Context: an optimization exercise on an open-source flow, tuned for small area, a short achievable clock period and few clock cycles per item. The choices shown serve that exercise and are no tape-out recipe. The RTL was checked by simulation tests, not by an equivalence proof against the original design. No activity file was given, so power comes from the tool's default toggle rates.

==> design/flow/design.v <==
`default_nettype none
package brm_pkg;
   localparam int IN_W      = 16;
   localparam int PRODUCT_W = 32;
   localparam int MAG_W     = 31;
   localparam int CFG_W     = 5;
   localparam logic [CFG_W-1:0] CFG_RESET = 5'd16;
   localparam logic [CFG_W-1:0] MIN_WIDTH = 5'd2;
   localparam int ROUNDS_PER_STAGE = 2;
endpackage
`default_nettype wire
`default_nettype none
module booth_radix2_multiplier_core #(
   parameter int MAX_WIDTH = 16
) (
   input  logic                      clock,
   input  logic                      reset,
   input  logic                          req_valid,
   output logic                          req_ready,
   input  logic [brm_pkg::IN_W-1:0]      req_multiplicand_bits,
   input  logic [brm_pkg::IN_W-1:0]      req_multiplier_bits,
   output logic                          rsp_valid,
   input  logic                          rsp_ready,
   output logic [brm_pkg::PRODUCT_W-1:0] rsp_product_bits,
   output logic                          rsp_negative,
   output logic [brm_pkg::MAG_W-1:0]     rsp_magnitude,
   input  logic                      csr_write_enable,
   input  logic [brm_pkg::CFG_W-1:0] csr_write_data
);
   logic [15:0] wm, wtop;
   logic [31:0] pmask;
   logic [3:0] nm1_ff;
   always_ff @(posedge clock) begin
      if (reset) begin
         nm1_ff <= 4'd15;
      end else if (csr_write_enable) begin
         nm1_ff <= (csr_write_data < 5'd2) ? 4'd1 : (csr_write_data > 5'd16) ? 4'd15 : 4'(csr_write_data - 5'd1);
      end
   end
   always_comb begin
      for (int i = 0; i < 16; i++) begin
         wm[i] = (4'(i) <= nm1_ff);
      end
   end
   assign wtop = wm & ~(wm >> 1);
   always_comb begin
      for (int i = 0; i < 16; i++) begin
         pmask[2*i]   = wm[i];
         pmask[2*i+1] = wm[i];
      end
   end
   logic        en;
   logic        req_sa, req_sb;
   logic [15:0] ax;
   logic [7:0] one;
   logic [7:0] two;
   logic [7:0] neg;
   logic ng;
   logic [15:0] ax_c;
   logic [15:0] bx_c;
   logic [7:0] one_c;
   logic [7:0] two_c;
   logic [7:0] neg_c;
   logic ng_c;
   logic sx_c;
   logic bl_c;
   assign req_sa = |(req_multiplicand_bits & wtop);
   assign req_sb = |(req_multiplier_bits & wtop);
   assign req_ready = en;
   logic        op_v;
   logic [15:0] ax_q;
   logic [7:0] one_q;
   logic [7:0] two_q;
   logic [7:0] neg_q;
   logic ng_q;
   always_ff @(posedge clock) begin
      if (reset) begin
         op_v <= 1'b0;
      end else if (en) begin
         op_v <= req_valid;
      end
   end
   always_ff @(posedge clock) begin
      if (en) begin
         ax_q <= ax_c;
         one_q <= one_c;
         two_q <= two_c;
         neg_q <= neg_c;
         ng_q <= ng_c;
      end
   end
   assign ax = ax_q;
   assign one = one_q;
   assign two = two_q;
   assign neg = neg_q;
   assign ng = ng_q;
   always_comb begin
      for (int j = 0; j < 16; j++) begin
         ax_c[j] = wm[j] ? req_multiplicand_bits[j] : req_sa;
         bx_c[j] = wm[j] ? req_multiplier_bits[j] : req_sb;
      end
      sx_c = req_sa ^ req_sb;
      ng_c = sx_c & (|(req_multiplicand_bits & wm)) & (|(req_multiplier_bits & wm));
      for (int i = 0; i < 8; i++) begin
         bl_c = (i == 0) ? 1'b0 : bx_c[2*i-1];
         one_c[i] = bx_c[2*i] ^ bl_c;
         two_c[i] = (bx_c[2*i+1] & ~bx_c[2*i] & ~bl_c) | (~bx_c[2*i+1] & bx_c[2*i] & bl_c);
         neg_c[i] = bx_c[2*i+1] ^ sx_c;
      end
   end
   wire pp1 = (one[0] & ax[0]) ^ neg[0];
   wire pp2 = ((one[0] & ax[1]) | (two[0] & ax[0])) ^ neg[0];
   wire pp3 = ((one[0] & ax[2]) | (two[0] & ax[1])) ^ neg[0];
   wire pp4 = ((one[0] & ax[3]) | (two[0] & ax[2])) ^ neg[0];
   wire pp5 = ((one[0] & ax[4]) | (two[0] & ax[3])) ^ neg[0];
   wire pp6 = ((one[0] & ax[5]) | (two[0] & ax[4])) ^ neg[0];
   wire pp7 = ((one[0] & ax[6]) | (two[0] & ax[5])) ^ neg[0];
   wire pp8 = ((one[0] & ax[7]) | (two[0] & ax[6])) ^ neg[0];
   wire pp9 = ((one[0] & ax[8]) | (two[0] & ax[7])) ^ neg[0];
   wire pp10 = ((one[0] & ax[9]) | (two[0] & ax[8])) ^ neg[0];
   wire pp11 = ((one[0] & ax[10]) | (two[0] & ax[9])) ^ neg[0];
   wire pp12 = ((one[0] & ax[11]) | (two[0] & ax[10])) ^ neg[0];
   wire pp13 = ((one[0] & ax[12]) | (two[0] & ax[11])) ^ neg[0];
   wire pp14 = ((one[0] & ax[13]) | (two[0] & ax[12])) ^ neg[0];
   wire pp15 = ((one[0] & ax[14]) | (two[0] & ax[13])) ^ neg[0];
   wire pp16 = ((one[0] & ax[15]) | (two[0] & ax[14])) ^ neg[0];
   wire pp17 = ((one[0] & ax[15]) | (two[0] & ax[15])) ^ neg[0];
   wire ns18 = ~pp17;
   wire u19 = one[0] & ax[0];
   wire un20 = u19 | neg[0];
   wire nu21 = ~u19;
   wire nun22 = ~un20;
   wire pp23 = (one[1] & ax[0]) ^ neg[1];
   wire pp24 = ((one[1] & ax[1]) | (two[1] & ax[0])) ^ neg[1];
   wire pp25 = ((one[1] & ax[2]) | (two[1] & ax[1])) ^ neg[1];
   wire pp26 = ((one[1] & ax[3]) | (two[1] & ax[2])) ^ neg[1];
   wire pp27 = ((one[1] & ax[4]) | (two[1] & ax[3])) ^ neg[1];
   wire pp28 = ((one[1] & ax[5]) | (two[1] & ax[4])) ^ neg[1];
   wire pp29 = ((one[1] & ax[6]) | (two[1] & ax[5])) ^ neg[1];
   wire pp30 = ((one[1] & ax[7]) | (two[1] & ax[6])) ^ neg[1];
   wire pp31 = ((one[1] & ax[8]) | (two[1] & ax[7])) ^ neg[1];
   wire pp32 = ((one[1] & ax[9]) | (two[1] & ax[8])) ^ neg[1];
   wire pp33 = ((one[1] & ax[10]) | (two[1] & ax[9])) ^ neg[1];
   wire pp34 = ((one[1] & ax[11]) | (two[1] & ax[10])) ^ neg[1];
   wire pp35 = ((one[1] & ax[12]) | (two[1] & ax[11])) ^ neg[1];
   wire pp36 = ((one[1] & ax[13]) | (two[1] & ax[12])) ^ neg[1];
   wire pp37 = ((one[1] & ax[14]) | (two[1] & ax[13])) ^ neg[1];
   wire pp38 = ((one[1] & ax[15]) | (two[1] & ax[14])) ^ neg[1];
   wire pp39 = ((one[1] & ax[15]) | (two[1] & ax[15])) ^ neg[1];
   wire ns40 = ~pp39;
   wire u41 = one[1] & ax[0];
   wire un42 = u41 | neg[1];
   wire nu43 = ~u41;
   wire nun44 = ~un42;
   wire pp45 = (one[2] & ax[0]) ^ neg[2];
   wire pp46 = ((one[2] & ax[1]) | (two[2] & ax[0])) ^ neg[2];
   wire pp47 = ((one[2] & ax[2]) | (two[2] & ax[1])) ^ neg[2];
   wire pp48 = ((one[2] & ax[3]) | (two[2] & ax[2])) ^ neg[2];
   wire pp49 = ((one[2] & ax[4]) | (two[2] & ax[3])) ^ neg[2];
   wire pp50 = ((one[2] & ax[5]) | (two[2] & ax[4])) ^ neg[2];
   wire pp51 = ((one[2] & ax[6]) | (two[2] & ax[5])) ^ neg[2];
   wire pp52 = ((one[2] & ax[7]) | (two[2] & ax[6])) ^ neg[2];
   wire pp53 = ((one[2] & ax[8]) | (two[2] & ax[7])) ^ neg[2];
   wire pp54 = ((one[2] & ax[9]) | (two[2] & ax[8])) ^ neg[2];
   wire pp55 = ((one[2] & ax[10]) | (two[2] & ax[9])) ^ neg[2];
   wire pp56 = ((one[2] & ax[11]) | (two[2] & ax[10])) ^ neg[2];
   wire pp57 = ((one[2] & ax[12]) | (two[2] & ax[11])) ^ neg[2];
   wire pp58 = ((one[2] & ax[13]) | (two[2] & ax[12])) ^ neg[2];
   wire pp59 = ((one[2] & ax[14]) | (two[2] & ax[13])) ^ neg[2];
   wire pp60 = ((one[2] & ax[15]) | (two[2] & ax[14])) ^ neg[2];
   wire pp61 = ((one[2] & ax[15]) | (two[2] & ax[15])) ^ neg[2];
   wire ns62 = ~pp61;
   wire u63 = one[2] & ax[0];
   wire un64 = u63 | neg[2];
   wire nu65 = ~u63;
   wire nun66 = ~un64;
   wire pp67 = (one[3] & ax[0]) ^ neg[3];
   wire pp68 = ((one[3] & ax[1]) | (two[3] & ax[0])) ^ neg[3];
   wire pp69 = ((one[3] & ax[2]) | (two[3] & ax[1])) ^ neg[3];
   wire pp70 = ((one[3] & ax[3]) | (two[3] & ax[2])) ^ neg[3];
   wire pp71 = ((one[3] & ax[4]) | (two[3] & ax[3])) ^ neg[3];
   wire pp72 = ((one[3] & ax[5]) | (two[3] & ax[4])) ^ neg[3];
   wire pp73 = ((one[3] & ax[6]) | (two[3] & ax[5])) ^ neg[3];
   wire pp74 = ((one[3] & ax[7]) | (two[3] & ax[6])) ^ neg[3];
   wire pp75 = ((one[3] & ax[8]) | (two[3] & ax[7])) ^ neg[3];
   wire pp76 = ((one[3] & ax[9]) | (two[3] & ax[8])) ^ neg[3];
   wire pp77 = ((one[3] & ax[10]) | (two[3] & ax[9])) ^ neg[3];
   wire pp78 = ((one[3] & ax[11]) | (two[3] & ax[10])) ^ neg[3];
   wire pp79 = ((one[3] & ax[12]) | (two[3] & ax[11])) ^ neg[3];
   wire pp80 = ((one[3] & ax[13]) | (two[3] & ax[12])) ^ neg[3];
   wire pp81 = ((one[3] & ax[14]) | (two[3] & ax[13])) ^ neg[3];
   wire pp82 = ((one[3] & ax[15]) | (two[3] & ax[14])) ^ neg[3];
   wire pp83 = ((one[3] & ax[15]) | (two[3] & ax[15])) ^ neg[3];
   wire ns84 = ~pp83;
   wire u85 = one[3] & ax[0];
   wire un86 = u85 | neg[3];
   wire nu87 = ~u85;
   wire nun88 = ~un86;
   wire pp89 = (one[4] & ax[0]) ^ neg[4];
   wire pp90 = ((one[4] & ax[1]) | (two[4] & ax[0])) ^ neg[4];
   wire pp91 = ((one[4] & ax[2]) | (two[4] & ax[1])) ^ neg[4];
   wire pp92 = ((one[4] & ax[3]) | (two[4] & ax[2])) ^ neg[4];
   wire pp93 = ((one[4] & ax[4]) | (two[4] & ax[3])) ^ neg[4];
   wire pp94 = ((one[4] & ax[5]) | (two[4] & ax[4])) ^ neg[4];
   wire pp95 = ((one[4] & ax[6]) | (two[4] & ax[5])) ^ neg[4];
   wire pp96 = ((one[4] & ax[7]) | (two[4] & ax[6])) ^ neg[4];
   wire pp97 = ((one[4] & ax[8]) | (two[4] & ax[7])) ^ neg[4];
   wire pp98 = ((one[4] & ax[9]) | (two[4] & ax[8])) ^ neg[4];
   wire pp99 = ((one[4] & ax[10]) | (two[4] & ax[9])) ^ neg[4];
   wire pp100 = ((one[4] & ax[11]) | (two[4] & ax[10])) ^ neg[4];
   wire pp101 = ((one[4] & ax[12]) | (two[4] & ax[11])) ^ neg[4];
   wire pp102 = ((one[4] & ax[13]) | (two[4] & ax[12])) ^ neg[4];
   wire pp103 = ((one[4] & ax[14]) | (two[4] & ax[13])) ^ neg[4];
   wire pp104 = ((one[4] & ax[15]) | (two[4] & ax[14])) ^ neg[4];
   wire pp105 = ((one[4] & ax[15]) | (two[4] & ax[15])) ^ neg[4];
   wire ns106 = ~pp105;
   wire u107 = one[4] & ax[0];
   wire un108 = u107 | neg[4];
   wire nu109 = ~u107;
   wire nun110 = ~un108;
   wire pp111 = (one[5] & ax[0]) ^ neg[5];
   wire pp112 = ((one[5] & ax[1]) | (two[5] & ax[0])) ^ neg[5];
   wire pp113 = ((one[5] & ax[2]) | (two[5] & ax[1])) ^ neg[5];
   wire pp114 = ((one[5] & ax[3]) | (two[5] & ax[2])) ^ neg[5];
   wire pp115 = ((one[5] & ax[4]) | (two[5] & ax[3])) ^ neg[5];
   wire pp116 = ((one[5] & ax[5]) | (two[5] & ax[4])) ^ neg[5];
   wire pp117 = ((one[5] & ax[6]) | (two[5] & ax[5])) ^ neg[5];
   wire pp118 = ((one[5] & ax[7]) | (two[5] & ax[6])) ^ neg[5];
   wire pp119 = ((one[5] & ax[8]) | (two[5] & ax[7])) ^ neg[5];
   wire pp120 = ((one[5] & ax[9]) | (two[5] & ax[8])) ^ neg[5];
   wire pp121 = ((one[5] & ax[10]) | (two[5] & ax[9])) ^ neg[5];
   wire pp122 = ((one[5] & ax[11]) | (two[5] & ax[10])) ^ neg[5];
   wire pp123 = ((one[5] & ax[12]) | (two[5] & ax[11])) ^ neg[5];
   wire pp124 = ((one[5] & ax[13]) | (two[5] & ax[12])) ^ neg[5];
   wire pp125 = ((one[5] & ax[14]) | (two[5] & ax[13])) ^ neg[5];
   wire pp126 = ((one[5] & ax[15]) | (two[5] & ax[14])) ^ neg[5];
   wire pp127 = ((one[5] & ax[15]) | (two[5] & ax[15])) ^ neg[5];
   wire ns128 = ~pp127;
   wire u129 = one[5] & ax[0];
   wire un130 = u129 | neg[5];
   wire nu131 = ~u129;
   wire nun132 = ~un130;
   wire pp133 = (one[6] & ax[0]) ^ neg[6];
   wire pp134 = ((one[6] & ax[1]) | (two[6] & ax[0])) ^ neg[6];
   wire pp135 = ((one[6] & ax[2]) | (two[6] & ax[1])) ^ neg[6];
   wire pp136 = ((one[6] & ax[3]) | (two[6] & ax[2])) ^ neg[6];
   wire pp137 = ((one[6] & ax[4]) | (two[6] & ax[3])) ^ neg[6];
   wire pp138 = ((one[6] & ax[5]) | (two[6] & ax[4])) ^ neg[6];
   wire pp139 = ((one[6] & ax[6]) | (two[6] & ax[5])) ^ neg[6];
   wire pp140 = ((one[6] & ax[7]) | (two[6] & ax[6])) ^ neg[6];
   wire pp141 = ((one[6] & ax[8]) | (two[6] & ax[7])) ^ neg[6];
   wire pp142 = ((one[6] & ax[9]) | (two[6] & ax[8])) ^ neg[6];
   wire pp143 = ((one[6] & ax[10]) | (two[6] & ax[9])) ^ neg[6];
   wire pp144 = ((one[6] & ax[11]) | (two[6] & ax[10])) ^ neg[6];
   wire pp145 = ((one[6] & ax[12]) | (two[6] & ax[11])) ^ neg[6];
   wire pp146 = ((one[6] & ax[13]) | (two[6] & ax[12])) ^ neg[6];
   wire pp147 = ((one[6] & ax[14]) | (two[6] & ax[13])) ^ neg[6];
   wire pp148 = ((one[6] & ax[15]) | (two[6] & ax[14])) ^ neg[6];
   wire pp149 = ((one[6] & ax[15]) | (two[6] & ax[15])) ^ neg[6];
   wire ns150 = ~pp149;
   wire u151 = one[6] & ax[0];
   wire un152 = u151 | neg[6];
   wire nu153 = ~u151;
   wire nun154 = ~un152;
   wire pp155 = (one[7] & ax[0]) ^ neg[7];
   wire pp156 = ((one[7] & ax[1]) | (two[7] & ax[0])) ^ neg[7];
   wire pp157 = ((one[7] & ax[2]) | (two[7] & ax[1])) ^ neg[7];
   wire pp158 = ((one[7] & ax[3]) | (two[7] & ax[2])) ^ neg[7];
   wire pp159 = ((one[7] & ax[4]) | (two[7] & ax[3])) ^ neg[7];
   wire pp160 = ((one[7] & ax[5]) | (two[7] & ax[4])) ^ neg[7];
   wire pp161 = ((one[7] & ax[6]) | (two[7] & ax[5])) ^ neg[7];
   wire pp162 = ((one[7] & ax[7]) | (two[7] & ax[6])) ^ neg[7];
   wire pp163 = ((one[7] & ax[8]) | (two[7] & ax[7])) ^ neg[7];
   wire pp164 = ((one[7] & ax[9]) | (two[7] & ax[8])) ^ neg[7];
   wire pp165 = ((one[7] & ax[10]) | (two[7] & ax[9])) ^ neg[7];
   wire pp166 = ((one[7] & ax[11]) | (two[7] & ax[10])) ^ neg[7];
   wire pp167 = ((one[7] & ax[12]) | (two[7] & ax[11])) ^ neg[7];
   wire pp168 = ((one[7] & ax[13]) | (two[7] & ax[12])) ^ neg[7];
   wire pp169 = ((one[7] & ax[14]) | (two[7] & ax[13])) ^ neg[7];
   wire pp170 = ((one[7] & ax[15]) | (two[7] & ax[14])) ^ neg[7];
   wire pp171 = ((one[7] & ax[15]) | (two[7] & ax[15])) ^ neg[7];
   wire ns172 = ~pp171;
   wire u173 = one[7] & ax[0];
   wire un174 = u173 | neg[7];
   wire nu175 = ~u173;
   wire nun176 = ~un174;
   wire s177 = pp11 ^ pp31;
   wire c178 = pp11 & pp31;
   wire s179 = pp12 ^ pp32 ^ pp52;
   wire c180 = (pp12 & pp32) | (pp52 & (pp12 ^ pp32));
   wire s181 = pp13 ^ pp33 ^ pp53;
   wire c182 = (pp13 & pp33) | (pp53 & (pp13 ^ pp33));
   wire s183 = pp73 ^ pp93;
   wire c184 = pp73 & pp93;
   wire s185 = pp14 ^ pp34 ^ pp54;
   wire c186 = (pp14 & pp34) | (pp54 & (pp14 ^ pp34));
   wire s187 = pp74 ^ pp94 ^ pp114;
   wire c188 = (pp74 & pp94) | (pp114 & (pp74 ^ pp94));
   wire s189 = pp15 ^ pp35 ^ pp55;
   wire c190 = (pp15 & pp35) | (pp55 & (pp15 ^ pp35));
   wire s191 = pp75 ^ pp95 ^ pp115;
   wire c192 = (pp75 & pp95) | (pp115 & (pp75 ^ pp95));
   wire s193 = pp135 ^ un152;
   wire c194 = pp135 & un152;
   wire s195 = pp16 ^ pp36 ^ pp56;
   wire c196 = (pp16 & pp36) | (pp56 & (pp16 ^ pp36));
   wire s197 = pp76 ^ pp96 ^ pp116;
   wire c198 = (pp76 & pp96) | (pp116 & (pp76 ^ pp96));
   wire s199 = pp136 ^ pp156 ^ nun176;
   wire c200 = (pp136 & pp156) | (nun176 & (pp136 ^ pp156));
   wire s201 = ns18 ^ pp37 ^ pp57;
   wire c202 = (ns18 & pp37) | (pp57 & (ns18 ^ pp37));
   wire s203 = pp77 ^ pp97 ^ pp117;
   wire c204 = (pp77 & pp97) | (pp117 & (pp77 ^ pp97));
   wire s205 = pp137 ^ pp157 ^ un174;
   wire c206 = (pp137 & pp157) | (un174 & (pp137 ^ pp157));
   wire s207 = 1'b1 ^ pp38 ^ pp58;
   wire c208 = (1'b1 & pp38) | (pp58 & (1'b1 ^ pp38));
   wire s209 = pp78 ^ pp98 ^ pp118;
   wire c210 = (pp78 & pp98) | (pp118 & (pp78 ^ pp98));
   wire s211 = pp138 ^ pp158;
   wire c212 = pp138 & pp158;
   wire s213 = ns40 ^ pp59 ^ pp79;
   wire c214 = (ns40 & pp59) | (pp79 & (ns40 ^ pp59));
   wire s215 = pp99 ^ pp119 ^ pp139;
   wire c216 = (pp99 & pp119) | (pp139 & (pp99 ^ pp119));
   wire s217 = 1'b1 ^ pp60 ^ pp80;
   wire c218 = (1'b1 & pp60) | (pp80 & (1'b1 ^ pp60));
   wire s219 = pp100 ^ pp120;
   wire c220 = pp100 & pp120;
   wire s221 = ns62 ^ pp81 ^ pp101;
   wire c222 = (ns62 & pp81) | (pp101 & (ns62 ^ pp81));
   wire s223 = 1'b1 ^ pp82;
   wire c224 = 1'b1 & pp82;
   wire s225 = pp7 ^ pp27;
   wire c226 = pp7 & pp27;
   wire s227 = pp8 ^ pp28 ^ pp48;
   wire c228 = (pp8 & pp28) | (pp48 & (pp8 ^ pp28));
   wire s229 = pp9 ^ pp29 ^ pp49;
   wire c230 = (pp9 & pp29) | (pp49 & (pp9 ^ pp29));
   wire s231 = pp69 ^ un86;
   wire c232 = pp69 & un86;
   wire s233 = pp10 ^ pp30 ^ pp50;
   wire c234 = (pp10 & pp30) | (pp50 & (pp10 ^ pp30));
   wire s235 = pp70 ^ pp90 ^ nun110;
   wire c236 = (pp70 & pp90) | (nun110 & (pp70 ^ pp90));
   wire s237 = pp51 ^ pp71 ^ pp91;
   wire c238 = (pp51 & pp71) | (pp91 & (pp51 ^ pp71));
   wire s239 = un108 ^ nu131 ^ s177;
   wire c240 = (un108 & nu131) | (s177 & (un108 ^ nu131));
   wire s241 = pp72 ^ pp92 ^ pp112;
   wire c242 = (pp72 & pp92) | (pp112 & (pp72 ^ pp92));
   wire s243 = nun132 ^ c178 ^ s179;
   wire c244 = (nun132 & c178) | (s179 & (nun132 ^ c178));
   wire s245 = pp113 ^ un130 ^ nu153;
   wire c246 = (pp113 & un130) | (nu153 & (pp113 ^ un130));
   wire s247 = s183 ^ c180 ^ s181;
   wire c248 = (s183 & c180) | (s181 & (s183 ^ c180));
   wire s249 = pp134 ^ nun154 ^ c184;
   wire c250 = (pp134 & nun154) | (c184 & (pp134 ^ nun154));
   wire s251 = c182 ^ s185 ^ s187;
   wire c252 = (c182 & s185) | (s187 & (c182 ^ s185));
   wire s253 = nu175 ^ s193 ^ c186;
   wire c254 = (nu175 & s193) | (c186 & (nu175 ^ s193));
   wire s255 = c188 ^ s189 ^ s191;
   wire c256 = (c188 & s189) | (s191 & (c188 ^ s189));
   wire s257 = c194 ^ c190 ^ c192;
   wire c258 = (c194 & c190) | (c192 & (c194 ^ c190));
   wire s259 = s195 ^ s197 ^ s199;
   wire c260 = (s195 & s197) | (s199 & (s195 ^ s197));
   wire s261 = c196 ^ c198 ^ c200;
   wire c262 = (c196 & c198) | (c200 & (c196 ^ c198));
   wire s263 = s201 ^ s203 ^ s205;
   wire c264 = (s201 & s203) | (s205 & (s201 ^ s203));
   wire s265 = s211 ^ c202 ^ c204;
   wire c266 = (s211 & c202) | (c204 & (s211 ^ c202));
   wire s267 = c206 ^ s207 ^ s209;
   wire c268 = (c206 & s207) | (s209 & (c206 ^ s207));
   wire s269 = pp159 ^ c212 ^ c208;
   wire c270 = (pp159 & c212) | (c208 & (pp159 ^ c212));
   wire s271 = c210 ^ s213 ^ s215;
   wire c272 = (c210 & s213) | (s215 & (c210 ^ s213));
   wire s273 = pp140 ^ pp160 ^ s219;
   wire c274 = (pp140 & pp160) | (s219 & (pp140 ^ pp160));
   wire s275 = c214 ^ c216 ^ s217;
   wire c276 = (c214 & c216) | (s217 & (c214 ^ c216));
   wire s277 = pp121 ^ pp141 ^ pp161;
   wire c278 = (pp121 & pp141) | (pp161 & (pp121 ^ pp141));
   wire s279 = c220 ^ c218 ^ s221;
   wire c280 = (c220 & c218) | (s221 & (c220 ^ c218));
   wire s281 = pp102 ^ pp122 ^ pp142;
   wire c282 = (pp102 & pp122) | (pp142 & (pp102 ^ pp122));
   wire s283 = pp162 ^ s223 ^ c222;
   wire c284 = (pp162 & s223) | (c222 & (pp162 ^ s223));
   wire s285 = ns84 ^ pp103 ^ pp123;
   wire c286 = (ns84 & pp103) | (pp123 & (ns84 ^ pp103));
   wire s287 = pp143 ^ pp163 ^ c224;
   wire c288 = (pp143 & pp163) | (c224 & (pp143 ^ pp163));
   wire s289 = 1'b1 ^ pp104 ^ pp124;
   wire c290 = (1'b1 & pp104) | (pp124 & (1'b1 ^ pp104));
   wire s291 = pp144 ^ pp164;
   wire c292 = pp144 & pp164;
   wire s293 = ns106 ^ pp125 ^ pp145;
   wire c294 = (ns106 & pp125) | (pp145 & (ns106 ^ pp125));
   wire s295 = 1'b1 ^ pp126;
   wire c296 = 1'b1 & pp126;
   wire s297 = pp5 ^ pp25;
   wire c298 = pp5 & pp25;
   wire s299 = pp6 ^ pp26 ^ pp46;
   wire c300 = (pp6 & pp26) | (pp46 & (pp6 ^ pp26));
   wire s301 = pp47 ^ un64 ^ nu87;
   wire c302 = (pp47 & un64) | (nu87 & (pp47 ^ un64));
   wire s303 = pp68 ^ nun88 ^ c226;
   wire c304 = (pp68 & nun88) | (c226 & (pp68 ^ nun88));
   wire s305 = nu109 ^ s231 ^ c228;
   wire c306 = (nu109 & s231) | (c228 & (nu109 ^ s231));
   wire s307 = c232 ^ c230 ^ s233;
   wire c308 = (c232 & c230) | (s233 & (c232 ^ c230));
   wire s309 = c234 ^ c236 ^ s237;
   wire c310 = (c234 & c236) | (s237 & (c234 ^ c236));
   wire s311 = c238 ^ s241 ^ c240;
   wire c312 = (c238 & s241) | (c240 & (c238 ^ s241));
   wire s313 = c242 ^ s245 ^ c244;
   wire c314 = (c242 & s245) | (c244 & (c242 ^ s245));
   wire s315 = c246 ^ s249 ^ c248;
   wire c316 = (c246 & s249) | (c248 & (c246 ^ s249));
   wire s317 = c250 ^ s253 ^ c252;
   wire c318 = (c250 & s253) | (c252 & (c250 ^ s253));
   wire s319 = c254 ^ s257 ^ c256;
   wire c320 = (c254 & s257) | (c256 & (c254 ^ s257));
   wire s321 = c258 ^ s261 ^ c260;
   wire c322 = (c258 & s261) | (c260 & (c258 ^ s261));
   wire s323 = c262 ^ s265 ^ c264;
   wire c324 = (c262 & s265) | (c264 & (c262 ^ s265));
   wire s325 = c266 ^ s269 ^ c268;
   wire c326 = (c266 & s269) | (c268 & (c266 ^ s269));
   wire s327 = s273 ^ c270 ^ c272;
   wire c328 = (s273 & c270) | (c272 & (s273 ^ c270));
   wire s329 = s277 ^ c274 ^ c276;
   wire c330 = (s277 & c274) | (c276 & (s277 ^ c274));
   wire s331 = c278 ^ s281 ^ s283;
   wire c332 = (c278 & s281) | (s283 & (c278 ^ s281));
   wire s333 = c282 ^ s285 ^ s287;
   wire c334 = (c282 & s285) | (s287 & (c282 ^ s285));
   wire s335 = s291 ^ c286 ^ s289;
   wire c336 = (s291 & c286) | (s289 & (s291 ^ c286));
   wire s337 = pp165 ^ c292 ^ c290;
   wire c338 = (pp165 & c292) | (c290 & (pp165 ^ c292));
   wire s339 = pp146 ^ pp166 ^ s295;
   wire c340 = (pp146 & pp166) | (s295 & (pp146 ^ pp166));
   wire s341 = ns128 ^ pp147 ^ pp167;
   wire c342 = (ns128 & pp147) | (pp167 & (ns128 ^ pp147));
   wire s343 = 1'b1 ^ pp148;
   wire c344 = 1'b1 & pp148;
   wire s345 = pp3 ^ un20;
   wire c346 = pp3 & un20;
   wire s347 = pp4 ^ pp24 ^ nun44;
   wire c348 = (pp4 & pp24) | (nun44 & (pp4 ^ pp24));
   wire s349 = un42 ^ nu65 ^ s297;
   wire c350 = (un42 & nu65) | (s297 & (un42 ^ nu65));
   wire s351 = nun66 ^ c298 ^ s299;
   wire c352 = (nun66 & c298) | (s299 & (nun66 ^ c298));
   wire s353 = s225 ^ c300 ^ s301;
   wire c354 = (s225 & c300) | (s301 & (s225 ^ c300));
   wire s355 = c302 ^ s227 ^ s303;
   wire c356 = (c302 & s227) | (s303 & (c302 ^ s227));
   wire s357 = s229 ^ c304 ^ s305;
   wire c358 = (s229 & c304) | (s305 & (s229 ^ c304));
   wire s359 = s235 ^ c306 ^ s307;
   wire c360 = (s235 & c306) | (s307 & (s235 ^ c306));
   wire s361 = s239 ^ c308 ^ s309;
   wire c362 = (s239 & c308) | (s309 & (s239 ^ c308));
   wire s363 = c310 ^ s243 ^ s311;
   wire c364 = (c310 & s243) | (s311 & (c310 ^ s243));
   wire s365 = s247 ^ c312 ^ s313;
   wire c366 = (s247 & c312) | (s313 & (s247 ^ c312));
   wire s367 = s251 ^ c314 ^ s315;
   wire c368 = (s251 & c314) | (s315 & (s251 ^ c314));
   wire s369 = s255 ^ c316 ^ s317;
   wire c370 = (s255 & c316) | (s317 & (s255 ^ c316));
   wire s371 = s259 ^ c318 ^ s319;
   wire c372 = (s259 & c318) | (s319 & (s259 ^ c318));
   wire s373 = s263 ^ c320 ^ s321;
   wire c374 = (s263 & c320) | (s321 & (s263 ^ c320));
   wire s375 = s267 ^ c322 ^ s323;
   wire c376 = (s267 & c322) | (s323 & (s267 ^ c322));
   wire s377 = s271 ^ c324 ^ s325;
   wire c378 = (s271 & c324) | (s325 & (s271 ^ c324));
   wire s379 = s275 ^ c326 ^ s327;
   wire c380 = (s275 & c326) | (s327 & (s275 ^ c326));
   wire s381 = s279 ^ c328 ^ s329;
   wire c382 = (s279 & c328) | (s329 & (s279 ^ c328));
   wire s383 = c280 ^ c330 ^ s331;
   wire c384 = (c280 & c330) | (s331 & (c280 ^ c330));
   wire s385 = c284 ^ s333 ^ c332;
   wire c386 = (c284 & s333) | (c332 & (c284 ^ s333));
   wire s387 = c288 ^ s335 ^ c334;
   wire c388 = (c288 & s335) | (c334 & (c288 ^ s335));
   wire s389 = s293 ^ s337 ^ c336;
   wire c390 = (s293 & s337) | (c336 & (s293 ^ s337));
   wire s391 = c294 ^ s339 ^ c338;
   wire c392 = (c294 & s339) | (c338 & (c294 ^ s339));
   wire s393 = c296 ^ s341 ^ c340;
   wire c394 = (c296 & s341) | (c340 & (c296 ^ s341));
   wire s395 = pp168 ^ s343 ^ c342;
   wire c396 = (pp168 & s343) | (c342 & (pp168 ^ s343));
   wire s397 = ns150 ^ pp169 ^ c344;
   wire c398 = (ns150 & pp169) | (c344 & (ns150 ^ pp169));
   wire s399 = 1'b1 ^ pp170;
   wire c400 = 1'b1 & pp170;
   wire p401 = mid_1 ^ mid_2;
   wire g402 = mid_1 & mid_2;
   wire p403 = mid_3 ^ mid_4;
   wire g404 = mid_3 & mid_4;
   wire p405 = mid_5 ^ mid_6;
   wire g406 = mid_5 & mid_6;
   wire p407 = mid_7 ^ mid_8;
   wire g408 = mid_7 & mid_8;
   wire p409 = mid_9 ^ mid_10;
   wire g410 = mid_9 & mid_10;
   wire p411 = mid_11 ^ mid_12;
   wire g412 = mid_11 & mid_12;
   wire p413 = mid_13 ^ mid_14;
   wire g414 = mid_13 & mid_14;
   wire p415 = mid_15 ^ mid_16;
   wire g416 = mid_15 & mid_16;
   wire p417 = mid_17 ^ mid_18;
   wire g418 = mid_17 & mid_18;
   wire p419 = mid_19 ^ mid_20;
   wire g420 = mid_19 & mid_20;
   wire p421 = mid_21 ^ mid_22;
   wire g422 = mid_21 & mid_22;
   wire p423 = mid_23 ^ mid_24;
   wire g424 = mid_23 & mid_24;
   wire p425 = mid_25 ^ mid_26;
   wire g426 = mid_25 & mid_26;
   wire p427 = mid_27 ^ mid_28;
   wire g428 = mid_27 & mid_28;
   wire p429 = mid_29 ^ mid_30;
   wire g430 = mid_29 & mid_30;
   wire p431 = mid_31 ^ mid_32;
   wire g432 = mid_31 & mid_32;
   wire p433 = mid_33 ^ mid_34;
   wire g434 = mid_33 & mid_34;
   wire p435 = mid_35 ^ mid_36;
   wire g436 = mid_35 & mid_36;
   wire p437 = mid_37 ^ mid_38;
   wire g438 = mid_37 & mid_38;
   wire p439 = mid_39 ^ mid_40;
   wire g440 = mid_39 & mid_40;
   wire p441 = mid_41 ^ mid_42;
   wire g442 = mid_41 & mid_42;
   wire p443 = mid_43 ^ mid_44;
   wire g444 = mid_43 & mid_44;
   wire p445 = mid_45 ^ mid_46;
   wire g446 = mid_45 & mid_46;
   wire p447 = mid_47 ^ mid_48;
   wire g448 = mid_47 & mid_48;
   wire p449 = mid_49 ^ mid_50;
   wire g450 = mid_49 & mid_50;
   wire p451 = mid_51 ^ mid_52;
   wire g452 = mid_51 & mid_52;
   wire p453 = mid_53 ^ mid_54;
   wire g454 = mid_53 & mid_54;
   wire p455 = mid_55 ^ mid_56;
   wire g456 = mid_55 & mid_56;
   wire p457 = mid_57 ^ mid_58;
   wire g458 = mid_57 & mid_58;
   wire p459 = mid_59 ^ mid_60;
   wire g460 = mid_59 & mid_60;
   wire T461 = p401 & mid_0;
   wire G462 = g406 | (p405 & g404);
   wire T463 = p405 & p403;
   wire G464 = g410 | (p409 & g408);
   wire T465 = p409 & p407;
   wire G466 = g414 | (p413 & g412);
   wire T467 = p413 & p411;
   wire G468 = g418 | (p417 & g416);
   wire T469 = p417 & p415;
   wire G470 = g422 | (p421 & g420);
   wire T471 = p421 & p419;
   wire G472 = g426 | (p425 & g424);
   wire T473 = p425 & p423;
   wire G474 = g430 | (p429 & g428);
   wire T475 = p429 & p427;
   wire G476 = g434 | (p433 & g432);
   wire T477 = p433 & p431;
   wire G478 = g438 | (p437 & g436);
   wire T479 = p437 & p435;
   wire G480 = g442 | (p441 & g440);
   wire T481 = p441 & p439;
   wire G482 = g446 | (p445 & g444);
   wire T483 = p445 & p443;
   wire G484 = g450 | (p449 & g448);
   wire T485 = p449 & p447;
   wire G486 = g454 | (p453 & g452);
   wire T487 = p453 & p451;
   wire G488 = g458 | (p457 & g456);
   wire T489 = p457 & p455;
   wire G490 = 1'b1 & g460;
   wire T491 = 1'b1 & p459;
   wire G492 = g404 | (p403 & g402);
   wire T493 = p403 & T461;
   wire G494 = G462 | (T463 & g402);
   wire T495 = T463 & T461;
   wire G496 = g412 | (p411 & G464);
   wire T497 = p411 & T465;
   wire G498 = G466 | (T467 & G464);
   wire T499 = T467 & T465;
   wire G500 = g420 | (p419 & G468);
   wire T501 = p419 & T469;
   wire G502 = G470 | (T471 & G468);
   wire T503 = T471 & T469;
   wire G504 = g428 | (p427 & G472);
   wire T505 = p427 & T473;
   wire G506 = G474 | (T475 & G472);
   wire T507 = T475 & T473;
   wire G508 = g436 | (p435 & G476);
   wire T509 = p435 & T477;
   wire G510 = G478 | (T479 & G476);
   wire T511 = T479 & T477;
   wire G512 = g444 | (p443 & G480);
   wire T513 = p443 & T481;
   wire G514 = G482 | (T483 & G480);
   wire T515 = T483 & T481;
   wire G516 = g452 | (p451 & G484);
   wire T517 = p451 & T485;
   wire G518 = G486 | (T487 & G484);
   wire T519 = T487 & T485;
   wire G520 = g460 | (p459 & G488);
   wire T521 = p459 & T489;
   wire G522 = G490 | (T491 & G488);
   wire T523 = T491 & T489;
   wire G524 = g408 | (p407 & G494);
   wire T525 = p407 & T495;
   wire G526 = G464 | (T465 & G494);
   wire T527 = T465 & T495;
   wire G528 = G496 | (T497 & G494);
   wire T529 = T497 & T495;
   wire G530 = G498 | (T499 & G494);
   wire T531 = T499 & T495;
   wire G532 = g424 | (p423 & G502);
   wire T533 = p423 & T503;
   wire G534 = G472 | (T473 & G502);
   wire T535 = T473 & T503;
   wire G536 = G504 | (T505 & G502);
   wire T537 = T505 & T503;
   wire G538 = G506 | (T507 & G502);
   wire T539 = T507 & T503;
   wire G540 = g440 | (p439 & G510);
   wire T541 = p439 & T511;
   wire G542 = G480 | (T481 & G510);
   wire T543 = T481 & T511;
   wire G544 = G512 | (T513 & G510);
   wire T545 = T513 & T511;
   wire G546 = G514 | (T515 & G510);
   wire T547 = T515 & T511;
   wire G548 = g456 | (p455 & G518);
   wire T549 = p455 & T519;
   wire G550 = G488 | (T489 & G518);
   wire T551 = T489 & T519;
   wire G552 = G520 | (T521 & G518);
   wire T553 = T521 & T519;
   wire G554 = G522 | (T523 & G518);
   wire T555 = T523 & T519;
   wire G556 = g416 | (p415 & G530);
   wire T557 = p415 & T531;
   wire G558 = G468 | (T469 & G530);
   wire T559 = T469 & T531;
   wire G560 = G500 | (T501 & G530);
   wire T561 = T501 & T531;
   wire G562 = G502 | (T503 & G530);
   wire T563 = T503 & T531;
   wire G564 = G532 | (T533 & G530);
   wire T565 = T533 & T531;
   wire G566 = G534 | (T535 & G530);
   wire T567 = T535 & T531;
   wire G568 = G536 | (T537 & G530);
   wire T569 = T537 & T531;
   wire G570 = G538 | (T539 & G530);
   wire T571 = T539 & T531;
   wire G572 = g448 | (p447 & G546);
   wire T573 = p447 & T547;
   wire G574 = G484 | (T485 & G546);
   wire T575 = T485 & T547;
   wire G576 = G516 | (T517 & G546);
   wire T577 = T517 & T547;
   wire G578 = G518 | (T519 & G546);
   wire T579 = T519 & T547;
   wire G580 = G548 | (T549 & G546);
   wire T581 = T549 & T547;
   wire G582 = G550 | (T551 & G546);
   wire T583 = T551 & T547;
   wire G584 = G552 | (T553 & G546);
   wire T585 = T553 & T547;
   wire G586 = G554 | (T555 & G546);
   wire T587 = T555 & T547;
   wire G588 = g432 | (p431 & G570);
   wire T589 = p431 & T571;
   wire G590 = G476 | (T477 & G570);
   wire T591 = T477 & T571;
   wire G592 = G508 | (T509 & G570);
   wire T593 = T509 & T571;
   wire G594 = G510 | (T511 & G570);
   wire T595 = T511 & T571;
   wire G596 = G540 | (T541 & G570);
   wire T597 = T541 & T571;
   wire G598 = G542 | (T543 & G570);
   wire T599 = T543 & T571;
   wire G600 = G544 | (T545 & G570);
   wire T601 = T545 & T571;
   wire G602 = G546 | (T547 & G570);
   wire T603 = T547 & T571;
   wire G604 = G572 | (T573 & G570);
   wire T605 = T573 & T571;
   wire G606 = G574 | (T575 & G570);
   wire T607 = T575 & T571;
   wire G608 = G576 | (T577 & G570);
   wire T609 = T577 & T571;
   wire G610 = G578 | (T579 & G570);
   wire T611 = T579 & T571;
   wire G612 = G580 | (T581 & G570);
   wire T613 = T581 & T571;
   wire G614 = G582 | (T583 & G570);
   wire T615 = T583 & T571;
   wire G616 = G584 | (T585 & G570);
   wire T617 = T585 & T571;
   wire G618 = G586 | (T587 & G570);
   wire T619 = T587 & T571;
   logic mid_v;
   logic mid_0;
   logic mid_1;
   logic mid_2;
   logic mid_3;
   logic mid_4;
   logic mid_5;
   logic mid_6;
   logic mid_7;
   logic mid_8;
   logic mid_9;
   logic mid_10;
   logic mid_11;
   logic mid_12;
   logic mid_13;
   logic mid_14;
   logic mid_15;
   logic mid_16;
   logic mid_17;
   logic mid_18;
   logic mid_19;
   logic mid_20;
   logic mid_21;
   logic mid_22;
   logic mid_23;
   logic mid_24;
   logic mid_25;
   logic mid_26;
   logic mid_27;
   logic mid_28;
   logic mid_29;
   logic mid_30;
   logic mid_31;
   logic mid_32;
   logic mid_33;
   logic mid_34;
   logic mid_35;
   logic mid_36;
   logic mid_37;
   logic mid_38;
   logic mid_39;
   logic mid_40;
   logic mid_41;
   logic mid_42;
   logic mid_43;
   logic mid_44;
   logic mid_45;
   logic mid_46;
   logic mid_47;
   logic mid_48;
   logic mid_49;
   logic mid_50;
   logic mid_51;
   logic mid_52;
   logic mid_53;
   logic mid_54;
   logic mid_55;
   logic mid_56;
   logic mid_57;
   logic mid_58;
   logic mid_59;
   logic mid_60;
   logic mid_61;
   always_ff @(posedge clock) begin
      if (reset) begin
         mid_v <= 1'b0;
      end else if (en) begin
         mid_v <= op_v;
      end
   end
   always_ff @(posedge clock) begin
      if (en) begin
         mid_0 <= nu21;
         mid_1 <= pp2;
         mid_2 <= nun22;
         mid_3 <= s345;
         mid_4 <= nu43;
         mid_5 <= s347;
         mid_6 <= c346;
         mid_7 <= s349;
         mid_8 <= c348;
         mid_9 <= s351;
         mid_10 <= c350;
         mid_11 <= s353;
         mid_12 <= c352;
         mid_13 <= s355;
         mid_14 <= c354;
         mid_15 <= s357;
         mid_16 <= c356;
         mid_17 <= s359;
         mid_18 <= c358;
         mid_19 <= s361;
         mid_20 <= c360;
         mid_21 <= s363;
         mid_22 <= c362;
         mid_23 <= s365;
         mid_24 <= c364;
         mid_25 <= s367;
         mid_26 <= c366;
         mid_27 <= s369;
         mid_28 <= c368;
         mid_29 <= s371;
         mid_30 <= c370;
         mid_31 <= s373;
         mid_32 <= c372;
         mid_33 <= s375;
         mid_34 <= c374;
         mid_35 <= s377;
         mid_36 <= c376;
         mid_37 <= s379;
         mid_38 <= c378;
         mid_39 <= s381;
         mid_40 <= c380;
         mid_41 <= s383;
         mid_42 <= c382;
         mid_43 <= s385;
         mid_44 <= c384;
         mid_45 <= s387;
         mid_46 <= c386;
         mid_47 <= s389;
         mid_48 <= c388;
         mid_49 <= s391;
         mid_50 <= c390;
         mid_51 <= s393;
         mid_52 <= c392;
         mid_53 <= s395;
         mid_54 <= c394;
         mid_55 <= s397;
         mid_56 <= c396;
         mid_57 <= s399;
         mid_58 <= c398;
         mid_59 <= ns172;
         mid_60 <= c400;
         mid_61 <= ng;
      end
   end
   logic [31:0] prod_w;
   logic [30:0] mag_w;
   assign prod_w = {(mid_61 ? ~(1'b1 ^ G616) : (1'b1 ^ (G616 | T617))), (mid_61 ? ~(p459 ^ G614) : (p459 ^ (G614 | T615))), (mid_61 ? ~(p457 ^ G612) : (p457 ^ (G612 | T613))), (mid_61 ? ~(p455 ^ G610) : (p455 ^ (G610 | T611))), (mid_61 ? ~(p453 ^ G608) : (p453 ^ (G608 | T609))), (mid_61 ? ~(p451 ^ G606) : (p451 ^ (G606 | T607))), (mid_61 ? ~(p449 ^ G604) : (p449 ^ (G604 | T605))), (mid_61 ? ~(p447 ^ G602) : (p447 ^ (G602 | T603))), (mid_61 ? ~(p445 ^ G600) : (p445 ^ (G600 | T601))), (mid_61 ? ~(p443 ^ G598) : (p443 ^ (G598 | T599))), (mid_61 ? ~(p441 ^ G596) : (p441 ^ (G596 | T597))), (mid_61 ? ~(p439 ^ G594) : (p439 ^ (G594 | T595))), (mid_61 ? ~(p437 ^ G592) : (p437 ^ (G592 | T593))), (mid_61 ? ~(p435 ^ G590) : (p435 ^ (G590 | T591))), (mid_61 ? ~(p433 ^ G588) : (p433 ^ (G588 | T589))), (mid_61 ? ~(p431 ^ G570) : (p431 ^ (G570 | T571))), (mid_61 ? ~(p429 ^ G568) : (p429 ^ (G568 | T569))), (mid_61 ? ~(p427 ^ G566) : (p427 ^ (G566 | T567))), (mid_61 ? ~(p425 ^ G564) : (p425 ^ (G564 | T565))), (mid_61 ? ~(p423 ^ G562) : (p423 ^ (G562 | T563))), (mid_61 ? ~(p421 ^ G560) : (p421 ^ (G560 | T561))), (mid_61 ? ~(p419 ^ G558) : (p419 ^ (G558 | T559))), (mid_61 ? ~(p417 ^ G556) : (p417 ^ (G556 | T557))), (mid_61 ? ~(p415 ^ G530) : (p415 ^ (G530 | T531))), (mid_61 ? ~(p413 ^ G528) : (p413 ^ (G528 | T529))), (mid_61 ? ~(p411 ^ G526) : (p411 ^ (G526 | T527))), (mid_61 ? ~(p409 ^ G524) : (p409 ^ (G524 | T525))), (mid_61 ? ~(p407 ^ G494) : (p407 ^ (G494 | T495))), (mid_61 ? ~(p405 ^ G492) : (p405 ^ (G492 | T493))), (mid_61 ? ~(p403 ^ g402) : (p403 ^ (g402 | T461))), (mid_61 ? ~(p401 ^ 1'b0) : (p401 ^ (1'b0 | mid_0))), (mid_61 ? ~mid_0 : ~mid_0)} & pmask;
   assign mag_w  = {(p459 ^ (G614 | T615)), (p457 ^ (G612 | T613)), (p455 ^ (G610 | T611)), (p453 ^ (G608 | T609)), (p451 ^ (G606 | T607)), (p449 ^ (G604 | T605)), (p447 ^ (G602 | T603)), (p445 ^ (G600 | T601)), (p443 ^ (G598 | T599)), (p441 ^ (G596 | T597)), (p439 ^ (G594 | T595)), (p437 ^ (G592 | T593)), (p435 ^ (G590 | T591)), (p433 ^ (G588 | T589)), (p431 ^ (G570 | T571)), (p429 ^ (G568 | T569)), (p427 ^ (G566 | T567)), (p425 ^ (G564 | T565)), (p423 ^ (G562 | T563)), (p421 ^ (G560 | T561)), (p419 ^ (G558 | T559)), (p417 ^ (G556 | T557)), (p415 ^ (G530 | T531)), (p413 ^ (G528 | T529)), (p411 ^ (G526 | T527)), (p409 ^ (G524 | T525)), (p407 ^ (G494 | T495)), (p405 ^ (G492 | T493)), (p403 ^ (g402 | T461)), (p401 ^ (1'b0 | mid_0)), ~mid_0};
   logic        out_v;
   logic [31:0] prod_ff;
   logic [29:1] mag_ff;
   logic        neg_ff;
   assign en = rsp_ready;
   always_ff @(posedge clock) begin
      if (reset) begin
         out_v <= 1'b0;
      end else if (en) begin
         out_v <= mid_v;
      end
   end
   always_ff @(posedge clock) begin
      if (en) begin
         prod_ff <= prod_w;
         mag_ff  <= mag_w[29:1];
         neg_ff  <= mid_61;
      end
   end
   assign rsp_valid        = out_v;
   assign rsp_product_bits = prod_ff;
   assign rsp_magnitude    = {prod_ff[30] & ~neg_ff, mag_ff, prod_ff[0]};
   assign rsp_negative     = neg_ff;
endmodule
`default_nettype wire
==> design/flow/flow/run.sh <==
#!/bin/bash
# Layout flow: the standard ORFS flow (standard.sh) with two changes:
#  1. synthesis: the same script, except that Yosys's "synth -run fine:" step
#     gets -noabc, so the quick ABC pass there does not re-encode the adder
#     trees before extract_fa (it leaves fewer inverters around the fa/ha
#     cells); flops, hierarchy flattening and renaming are as in synth_recipe.tcl.
#  2. port buffers are sky130_fd_sc_hd__buf_2 instead of the delay cell that
#     buffer_ports picks by default.
# Each tool's output goes to the ORFS logs under orfs/logs; make's own output
# goes to flow_make.log here.
set -euo pipefail
here=$(pwd)
sed 's|^proc synth {args} { yosys synth -nofsm -noshare {\*}\$args }|proc synth {args} { if {[lsearch -exact $args fine:] >= 0} { lappend args -noabc }; yosys synth -nofsm -noshare {*}$args }|' synth_recipe.tcl > flow_synth.tcl
grep -q -- '-noabc' flow_synth.tcl
sed -e "s|SYNTH_SCRIPT=[^ ]*|SYNTH_SCRIPT=$here/flow_synth.tcl|" \
    -e 's|"\${@:-finish}"|BUFFER_PORTS_ARGS="-buffer_cell sky130_fd_sc_hd__buf_2" "${@:-finish}"|' standard.sh > flow_standard_mod.sh
grep -q flow_synth.tcl flow_standard_mod.sh
bash flow_standard_mod.sh > flow_make.log 2>&1
==> design/flow/standard.sh <==
#!/bin/bash
# synth_recipe.tcl (not shown) runs the flow's synth.tcl, then flattens the netlist and writes it again
# the make line also repeats each setting of config.mk as NAME=value (left out here)
make -C /OpenROAD-flow-scripts/flow DESIGN_CONFIG=/design/flow/config.mk WORK_HOME=/design/flow/orfs CLKGATE_MAP_FILE= SYNTH_SCRIPT=/design/flow/synth_recipe.tcl "${@:-finish}"
==> design/flow/config.mk <==
export PLATFORM = sky130hd
export DESIGN_NAME = booth_radix2_multiplier_core
export DESIGN_NICKNAME = booth_radix2_multiplier_core
export VERILOG_FILES = /design/flow/design.v
export SDC_FILE = /design/flow/constraint.sdc
export NUM_CORES = 4
export LEC_CHECK = 0
export ABC_CLOCK_PERIOD_IN_PS = 3100
export CAP_MARGIN = 20
export CORE_MARGIN = 2
export CORE_UTILIZATION = 40
export CTS_BUF_LIST = sky130_fd_sc_hd__clkbuf_8
export PLACE_DENSITY = 0.6
export SETUP_SLACK_MARGIN = 4.1
export SLEW_MARGIN = 20
export TNS_END_PERCENT = 20
==> design/flow/constraint.sdc <==
create_clock -name core_clock -period 7.2 [get_ports {clock}]
set_input_delay 1.4400 -clock core_clock [delete_from_list [all_inputs] [get_ports {clock}]]
set_output_delay 1.4400 -clock core_clock [all_outputs]
set_load 0.01 [all_outputs]
==> run summary, run 1 <==
Post-Syn Nets 1444; initial standard-cell utilization of the core 40.6%; sum of routed wire length over all layers 36.9 mm; Die Outline Area 35600 µm²; later-pin clock latency in the skew report 0.50 ns; setup violators final 0; maximum count of clock buffers along a single path 2; register area 5100 µm²; maximum resistive drop on vdd 0.000200 V; worst hold margin 0.435 ns; die boundary width 189 µm; WS Path Type in -> out; library cell with the largest summed area after synthesis edfxtp_1; path type of the worst min-delay path reg -> reg; arrival time worst endpoint 1.75 ns; area delta synth->final 18.8%; TritonCTS clock tree yes; number of distinct standard cells referenced by the synthesized netlist 78; Compound-Gate Fraction of Synth Area 15.7%; areal power density over the cells 504 nW/µm²; crit path cell chain buf_16, buf_2; maximum operating frequency 314 MHz; combinational family with the most area after synthesis adder cells; Total Neg Setup Slack 0 ns; crit path capture type output pin; number of synthesized flops with an enable pin 165; tightest slew margin relative to the limit 28.5%; area of the mapped netlist 13700 µm²; final critical-path required period 3.19 ns; Core ar. 33600 µm²; Gate Count Post-Synth 1257; number of nets in the final layout 1581; clk sink count 172; share of synthesized area occupied by flip-flops and latches 37.3%; final worst slack 4.01 ns; number of remaining DRC errors 0; share of synthesized registers carrying an async set or reset 0%; GPL Wtd Cong 0.924; Clock Skew 0.0206 ns; Yosys Warn Count 1; syn_area_per_cell 10.9 µm²; part of the cycle the worst path needs 44.3%; kind of start point of the critical path input pin; most used cells in the layout excluding fill and tap cells 165 x edfxtp_1, 147 x xnor2_1, 106 x a22oi_1, 106 x buf_2, 95 x buf_4; worst reg2reg setup slack 4.03 ns; DP Worst Slack 3.51 ns; H-tree depth 4; Simple-Gate Fraction of Synth Area 7.96%; proportion of synthesized area in mux cells 2.44%; multi-input gate area in the final layout 8100 µm²; via count of the first global-routing pass 10065; static power due to leakage 6.37 nW; Critical Path Start rsp_ready; Crit path depth 2; cell at the root of the clock tree clkbuf_8; final-layout fill cell count 2998; Post-Synth XOR/XNOR Area 12.6%; critical path capture point req_ready; met3 WL post-DR 2.43 mm; Detail Route Antenna Nets 0; Final Max Tran Viols 0; cell family with the largest share of critical-path delay buffers and inverters; synthesis-stage register bit count 172; most frequent standard cell in the layout excluding fill and tap cells edfxtp_1; num rows 67; max cap viols 0; r2r worst-path depth 10; unrepaired setup endpoints after global routing yes; DR WL/cell 19.8 µm; Crit path largest cell delay 0.15 ns; uppermost routed layer met4; ratio of cells with drive above 1 in the final layout 24.7%; iteration-0 DRC count of the detailed router 789; data required time of the worst path 5.76 ns; number of buffers and inverters on the critical path 2; Vias/cell 5.43; top area cells in the synthesized netlist edfxtp_1 36%, fa_1 15%, xnor2_1 9.6%, a22oi_1 6.7%, ha_1 4.1%; total congestion overflow after global routing 0; Worst path slowest cell buf_2; count of input and output buffers 107; first-pass GRT wire length 57.6 mm; IO Count 108; number of antenna violations at the first check in global routing 1; met2 wirelength from detailed routing 17.2 mm; top cell type's share of synthesized area 36.3%; Critical R2R Launch mid_1; Num CTS Buffers 17; flip-flop cell with the highest count after synthesis edfxtp_1; result of the run complete, no violations; post-detailed-placement half-perimeter wirelength 25.8 mm; aggregate global-route resource usage 21.1%; sum of routed wire segments on met1 16.2 mm; largest net degree at the start of global routing 66; Max Fanout on Critical Path 18; die height 189 µm; endpoint of the lowest-slack register-to-register path prod_ff[31]; count of TritonRoute iterations in the first routing pass 5; transition time at the pin with the least slew margin 1.07 ns; Hold Vio Cnt, Final 0; detailed-route via count 10087; area share of fa/ha/maj cells after synthesis 18.8%; clock input transition at the sequential cells of the worst setup and hold paths 0.09 ns
==> cell usage after synthesis (12+ instances only) <==
cell      instances
a21o_1           17
a21oi_1          60
a22oi_1         122
buf_2            12
clkbuf_1         83
edfxtp_1        165
fa_1            100
ha_1             45
inv_1            69
mux2i_1          24
nand2_1          52
nor2_1           83
nor3_1           12
o21ai_0          35
xnor2_1         150
xor2_1           45
==> sequential cells by signal, indices dropped and copies added (netlist names), 4 cells and up <==
signal	count
two_q	8
one_q	8
prod_ff	32
nm1_ff	4
neg_q	8
ax_q	16
mag_ff	29
==> how the worst min path moves through the flow <==
stage	depth (start not counted)	slack, ns	from	to
5_1_grt	0	0.43	ng_q	mid_61
2_1_floorplan	0	0.40	ng_q	mid_61
6_report	0	0.43	ng_q	mid_61
3_5_place_dp	0	0.41	ng_q	mid_61
3_3_place_gp	0	0.41	ng_q	mid_61
4_1_cts	0	0.43	ng_q	mid_61
==> per-stage QoR <==
stage / std cells / instance area (µm²) / util [%] / power (W)
final: 1857 / 16200 / 48.3 / 0.00819
after CTS: 1852 / 16000 / 47.7 / 0.00815
after global placement: 1713 / 14400 / 42.9 / 0.00702
after global routing: 1855 / 16200 / 48.3 / 0.00898
after detailed placement: 1713 / 14400 / 42.9 / 0.00720
after floorplan: 1257 / 13800 / - / 0.00583
==> cell families after synthesis <==
kind of cell | Yosys count
AOI/OAI and AO/OA | 309
adders and majority gates | 145
xor gates and xnor gates | 196
buffers and inverters | 181
muxes | 30
and+or+nand+nor | 224
DFF | 172
==> metal layers <==
| layer | vias to the layer above | global-route usage (%) |
|---|---|---|
| met5 | - | 0 |
| met4 | 0 | 8.38 |
| met3 | 68 | 3.97 |
| met2 | 398 | 33.0 |
| met1 | 4891 | 29.0 |
| li1 | 4730 | - |
==> repair_timing <==
item,4_1_cts,5_1_grt
cloned,2,0
endpoints found under the hold margin,0,0
endpoints found under the setup margin,41,48
buffers inserted,105,3
hold buffers,0,0
gates resized for setup,27,38
pin swaps,4,22
==> cell type report <==
class	instances	share of cell area (%)
Antenna cell	2	0.0308
Clock buffer	17	1.44
Clock inverter	15	1.02
Inverter	71	1.64
Multi-Input combinational cell	904	49.9
Sequential cell	172	31.4
Tap cell	448	3.45
Timing Repair Buffer	228	11.1
==> power breakdown <==
part           internal, W  leakage [nW]  switching (W)  total (W)
clock network     0.000313         0.195       0.000387   0.000701
registers          0.00197          1.68       0.000131    0.00210
logic              0.00240          4.50        0.00298    0.00538
total              0.00469          6.37        0.00350    0.00819
Testbench counts, summed over its fixed seeds: cycles 8,024, items 8,000.
==> inputs of run 2 (changes only) <==
--- a/design/flow/config.mk
+++ b/design/flow/config.mk
@@ -13,4 +13,4 @@
 export PLACE_DENSITY = 0.6
 export SETUP_SLACK_MARGIN = 4.1
 export SLEW_MARGIN = 20
-export TNS_END_PERCENT = 20
+export TNS_END_PERCENT = 50
==> run summary, run 2 <==
result of the run complete, no violations; library cell with the largest summed area after synthesis edfxtp_1; count of input and output buffers 107; maximum resistive drop on vdd 0.000198 V; Critical R2R Launch one_q[0]; flip-flop cell with the highest count after synthesis edfxtp_1; max cap viols 0; number of remaining DRC errors 0; Clock Skew 0.0234 ns; number of synthesized flops with an enable pin 165; most frequent standard cell in the layout excluding fill and tap cells edfxtp_1; top cell type's share of synthesized area 36.3%; data required time of the worst path 7.47 ns; Crit path largest cell delay 0.45 ns; number of buffers and inverters on the critical path 3; most common cell in the synthesized netlist edfxtp_1; Yosys Warn Count 1; Gate Count Post-Synth 1257; ratio of cells with drive above 1 in the final layout 27.3%; r2r worst-path depth 9; most used cells in the layout excluding fill and tap cells 165 x edfxtp_1, 146 x xnor2_1, 105 x buf_2; cell family with the largest share of critical-path delay adder cells; count of cells along the worst hold path 0; via count of the first global-routing pass 10000; count of TritonRoute iterations in the first routing pass 6; largest register by flop count prod_ff; Hold Vio Cnt, Final 0; iteration-0 DRC count of the detailed router 1128; Vias/cell 5.56; number of distinct standard cells referenced by the synthesized netlist 78; sum of routed wire segments on met1 16.2 mm; area of the mapped netlist 13700 µm²; die height 189 µm; post-detailed-placement half-perimeter wirelength 25.4 mm; die boundary width 189 µm; fraction of power spent switching nets 42.9%; total power of the final layout 0.00838 W; Total Neg Setup Slack 0 ns; later-pin clock latency in the skew report 0.51 ns; share of synthesized registers carrying an async set or reset 0%; P_int 0.00478 W; DR WL/cell 20.2 µm; synthesis-stage register bit count 172; Worst path slowest cell fa_1; detailed-route via count 10341; largest net degree at the start of global routing 68; WS Path Type reg -> reg; uppermost routed layer met4; cell total after placement 1710; clock input transition at the sequential cells of the worst setup and hold paths 0.11 ns; registers with the highest flip-flop counts prod_ff: 32 flops, mag_ff: 29 flops, ax_q: 16 flops; final worst slack 4.08 ns; total congestion overflow after global routing 0; sum of routed wire length over all layers 37.6 mm; Post-Syn Nets 1444; share of total power in sequential cells 25.1%; crit path capture type flop; share of synthesized area occupied by flip-flops and latches 37.3%; Gate power share 66.0%; Critical Path Start one_q[0]; syn_area_per_cell 10.9 µm²; Max Fanout on Critical Path 7; number of antenna violations at the first check in global routing 0; Crit path depth 9; power share of the clock group 8.9%; first-pass GRT wire length 57.5 mm; path type of the worst min-delay path reg -> reg; fin util 48.9%; transition time at the pin with the least slew margin 1.06 ns; initial standard-cell utilization of the core 40.6%; kind of start point of the critical path flop; crit path cell chain buf_4, a22oi_2, xnor2_1, fa_1, inv_1, fa_1, inv_1, fa_2, fa_1; maximum operating frequency 321 MHz; DP Worst Slack 3.56 ns; Final Max Tran Viols 0; TritonCTS clock tree yes; top area cells in the synthesized netlist edfxtp_1 36%, fa_1 15%, xnor2_1 9.6%, a22oi_1 6.7%, ha_1 4.1%; final critical-path required period 3.12 ns; final-layout fill cell count 3002; met2 wirelength from detailed routing 17.5 mm; clk sink count 172; aggregate global-route resource usage 21.0%; max reg flops 32; static power due to leakage 6.41 nW; tightest slew margin relative to the limit 29.6%; arrival time worst endpoint 3.39 ns; area delta synth->final 20.3%; number of standard cells in the final layout excluding fillers 1861; IO Count 108; number of nets in the final layout 1586; Core ar. 33600 µm²; hold path start ng_q; cell at the root of the clock tree clkbuf_8; most frequent cells after synthesis 165 x edfxtp_1, 150 x xnor2_1, 122 x a22oi_1; part of the cycle the worst path needs 43.3%; GPL Wtd Cong 0.909; Num CTS Buffers 17; Detail Route Antenna Nets 0; maximum count of clock buffers along a single path 2; H-tree depth 4; met3 WL post-DR 2.55 mm; Psw 0.00359 W; Die Outline Area 35600 µm²; setup violators final 0; num rows 67; areal power density over the cells 510 nW/µm²; Top cell by count, worst path fa_1; unrepaired setup endpoints after global routing yes
## run 2: cell counts after synthesis
No cell type changed its count.
## run 2: logic make-up after synthesis
group / after synthesis / share of synthesized area [%]
buffers and inverters: 181 / 5.17
adder cells (fa/ha/maj): 145 / 18.8
XOR/XNOR: 196 / 12.6
AO/OA/AOI/OAI: 309 / 15.7
flip-flops: 172 / 37.3
multiplexers: 30 / 2.44
AND/OR/NAND/NOR: 224 / 7.96
## run 2: worst paths after layout
| kind | end | slack, ns |
|---|---|---|
| max reg2reg | mid_27 | 4.08 |
| min reg2reg | mid_61 | 0.44 |
| min | mid_61 | 0.44 |
| max | mid_27 | 4.08 |
## run 2: timing repair
item,CTS,global route
gates cloned,2,1
setup endpoints to repair,45,50
pin swaps,4,48
gates resized for setup,25,83
buffers inserted,110,5
hold endpoints to repair,0,0
hold buffers,0,0
## run 2: power by group through the flow
stage / Clock, W / Combinational, W / Sequential (W)
after floorplan: 0 / 0.00364 / 0.00219
after global placement: 0 / 0.00478 / 0.00227
after detailed placement: 0 / 0.00492 / 0.00228
after CTS: 0.000755 / 0.00532 / 0.00210
after global routing: 0.000792 / 0.00619 / 0.00214
final: 0.000745 / 0.00553 / 0.00210
## run 2: layer usage
metal	track usage, %	vias up
met5	0	-
met4	8.56	0
met3	3.78	88
met2	33.4	440
met1	28.4	5066
li1	-	4747
## run 2: per-stage QoR
stage | instance area (µm²) | hold WS [ns]
after floorplan | 13800 | 0.400
final | 16400 | 0.443
after CTS | 16000 | 0.430
after global placement | 14400 | 0.406
after detailed placement | 14400 | 0.412
after global routing | 16400 | 0.452
## run 2: layout make-up
type / count / area [µm²] / share of cell area (%)
Antenna cell: 1 / 2.50 / 0.0152
Sequential cell: 172 / 5100 / 31.0
Multi-Input combinational cell: 905 / 8300 / 50.5
Tap cell: 448 / 561 / 3.41
Clock buffer: 17 / 234 / 1.42
Clock inverter: 15 / 189 / 1.15
Timing Repair Buffer: 232 / 1780 / 10.9
Inverter: 71 / 270 / 1.64
==> inputs of run 3 (changes only) <==
--- a/design/flow/config.mk
+++ b/design/flow/config.mk
@@ -13,4 +13,4 @@
 export PLACE_DENSITY = 0.6
 export SETUP_SLACK_MARGIN = 4.1
 export SLEW_MARGIN = 20
-export TNS_END_PERCENT = 50
+export TNS_END_PERCENT = 30
==> run summary, run 3 <==
data required time of the worst path 5.76 ns; number of nets in the final layout 1586; initial standard-cell utilization of the core 40.6%; cell at the root of the clock tree clkbuf_8; WS Path Type in -> out; crit path cell chain buf_16, buf_6; path type of the worst min-delay path reg -> reg; crit path capture type output pin; registers with the highest flip-flop counts prod_ff: 32 flops, mag_ff: 29 flops, ax_q: 16 flops; number of remaining DRC errors 0; unrepaired setup endpoints after global routing yes; library cell with the largest summed area after synthesis edfxtp_1; H-tree depth 4; setup violators final 0; Yosys Warn Count 1; count of input and output buffers 107; maximum count of clock buffers along a single path 2; IO Count 108; Core ar. 33600 µm²; top cell type's share of synthesized area 36.3%; transition time at the pin with the least slew margin 1.08 ns; GPL Wtd Cong 0.909; multi-input gate area in the final layout 8230 µm²; clk sink count 172; r2r worst-path depth 7; largest net degree at the start of global routing 68; result of the run complete, no violations; share of synthesized area occupied by flip-flops and latches 37.3%; Worst path slowest cell buf_16; post-detailed-placement half-perimeter wirelength 25.4 mm; num rows 67; endpoint of the lowest-slack register-to-register path mid_25; most frequent standard cell in the layout excluding fill and tap cells edfxtp_1; Gate Count Post-Synth 1257; iteration-0 DRC count of the detailed router 1137; later-pin clock latency in the skew report 0.51 ns; tightest slew margin relative to the limit 28.1%; worst hold margin 0.438 ns; final-layout fill cell count 3009; flip-flop cell with the highest count after synthesis edfxtp_1; number of distinct standard cells referenced by the synthesized netlist 78; Die Outline Area 35600 µm²; max reg flops 32; most used cells in the layout excluding fill and tap cells 165 x edfxtp_1, 146 x xnor2_1, 105 x buf_2; Crit path largest cell delay 0.11 ns; total congestion overflow after global routing 0; Final Max Tran Viols 0; Detail Route Antenna Nets 0; first-pass GRT wire length 57.5 mm; detailed-route via count 10305; number of buffers and inverters on the critical path 2; worst reg2reg setup slack 4.11 ns; aggregate global-route resource usage 21.0%; DR WL/cell 20.1 µm; static power due to leakage 6.41 nW; sum of routed wire length over all layers 37.4 mm; syn_area_per_cell 10.9 µm²; via count of the first global-routing pass 10000; Vias/cell 5.54; Post-Syn Nets 1444; maximum operating frequency 322 MHz; die height 189 µm; synthesis-stage register bit count 172; largest register by flop count prod_ff; areal power density over the cells 511 nW/µm²; count of TritonRoute iterations in the first routing pass 6; part of the cycle the worst path needs 43.1%; Simple-Gate Fraction of Synth Area 7.96%; top area cells in the synthesized netlist edfxtp_1 36%, fa_1 15%, xnor2_1 9.6%, a22oi_1 6.7%, ha_1 4.1%; proportion of synthesized area in mux cells 2.44%; Post-Synth XOR/XNOR Area 12.6%
==> run 3: cell count changes in the layout (fill, tap and decap cells not counted), sizes merged <==
cell | previous run | this run
diode | 1 | 0
==> run 3: what timing repair did <==
action / 4_1_cts / 5_1_grt
endpoints found under the setup margin: 45 / 50
setup buffers: 110 / 5
gates resized for setup: 25 / 67
pin swaps: 4 / 27
cloned: 2 / 1
==> run 3: cells by family after synthesis <==
family	Yosys count
DFF	172
buffers and inverters	181
muxes	30
xor gates and xnor gates	196
and+or+nand+nor	224
AOI/OAI and AO/OA	309
adders and majority gates	145
==> run 3: power by group <==
part / total, W / switching, W / internal [W]
Sequential: 0.00210 / 0.000132 / 0.00197
Combinational: 0.00552 / 0.00306 / 0.00246
Clock: 0.000744 / 0.000395 / 0.000348
Total: 0.00837 / 0.00359 / 0.00478
==> run 3: area by class of cell <==
type	instances	area share (%)
tap	448	3.43
sequential	172	31.2
inverter	71	1.65
timing repair buffer	232	10.9
clock buffer	17	1.43
clock inverter	15	1.15
multi-input combinational	905	50.3
==> run 3: worst min path at each step <==
stage               start      to  slack [ns]  cells past startpoint
global route         ng_q  mid_61        0.45                      0
floorplan            ng_q  mid_61        0.40                      0
detailed placement   ng_q  mid_61        0.41                      0
finish               ng_q  mid_61        0.44                      0
CTS                  ng_q  mid_61        0.43                      0
global placement     ng_q  mid_61        0.41                      0
==> run 3: stage by stage <==
stage	setup slack [ns]	power [W]	area (µm²)	utilization [%]	instances
6_report	4.10	0.00837	16400	48.7	1860
5_1_grt	4.02	0.00910	16400	48.7	1860
4_1_cts	4.06	0.00817	16000	47.7	1854
3_5_place_dp	3.56	0.00720	14400	42.9	1710
3_3_place_gp	3.58	0.00706	14400	42.9	1710
2_1_floorplan	4.06	0.00583	13800	-	1257
==> run 3: routing by layer <==
metal | vias to the layer above | global-route usage [%] | part of all wire [%]
met5 | - | 0 | 0
met4 | 0 | 8.56 | 3.2
met3 | 85 | 3.78 | 6.4
met2 | 428 | 33.4 | 47
met1 | 5050 | 28.4 | 43
li1 | 4742 | - | -

Re-timed with assumed drivers on the ports (clkbuf_16 on the clock, buf_2 on other inputs), run 3 has 3.958 ns of setup slack against 4.096 ns with ideal ports, and 3.644 ns once port delays also move by the mid clock arrival of 0.548 ns.
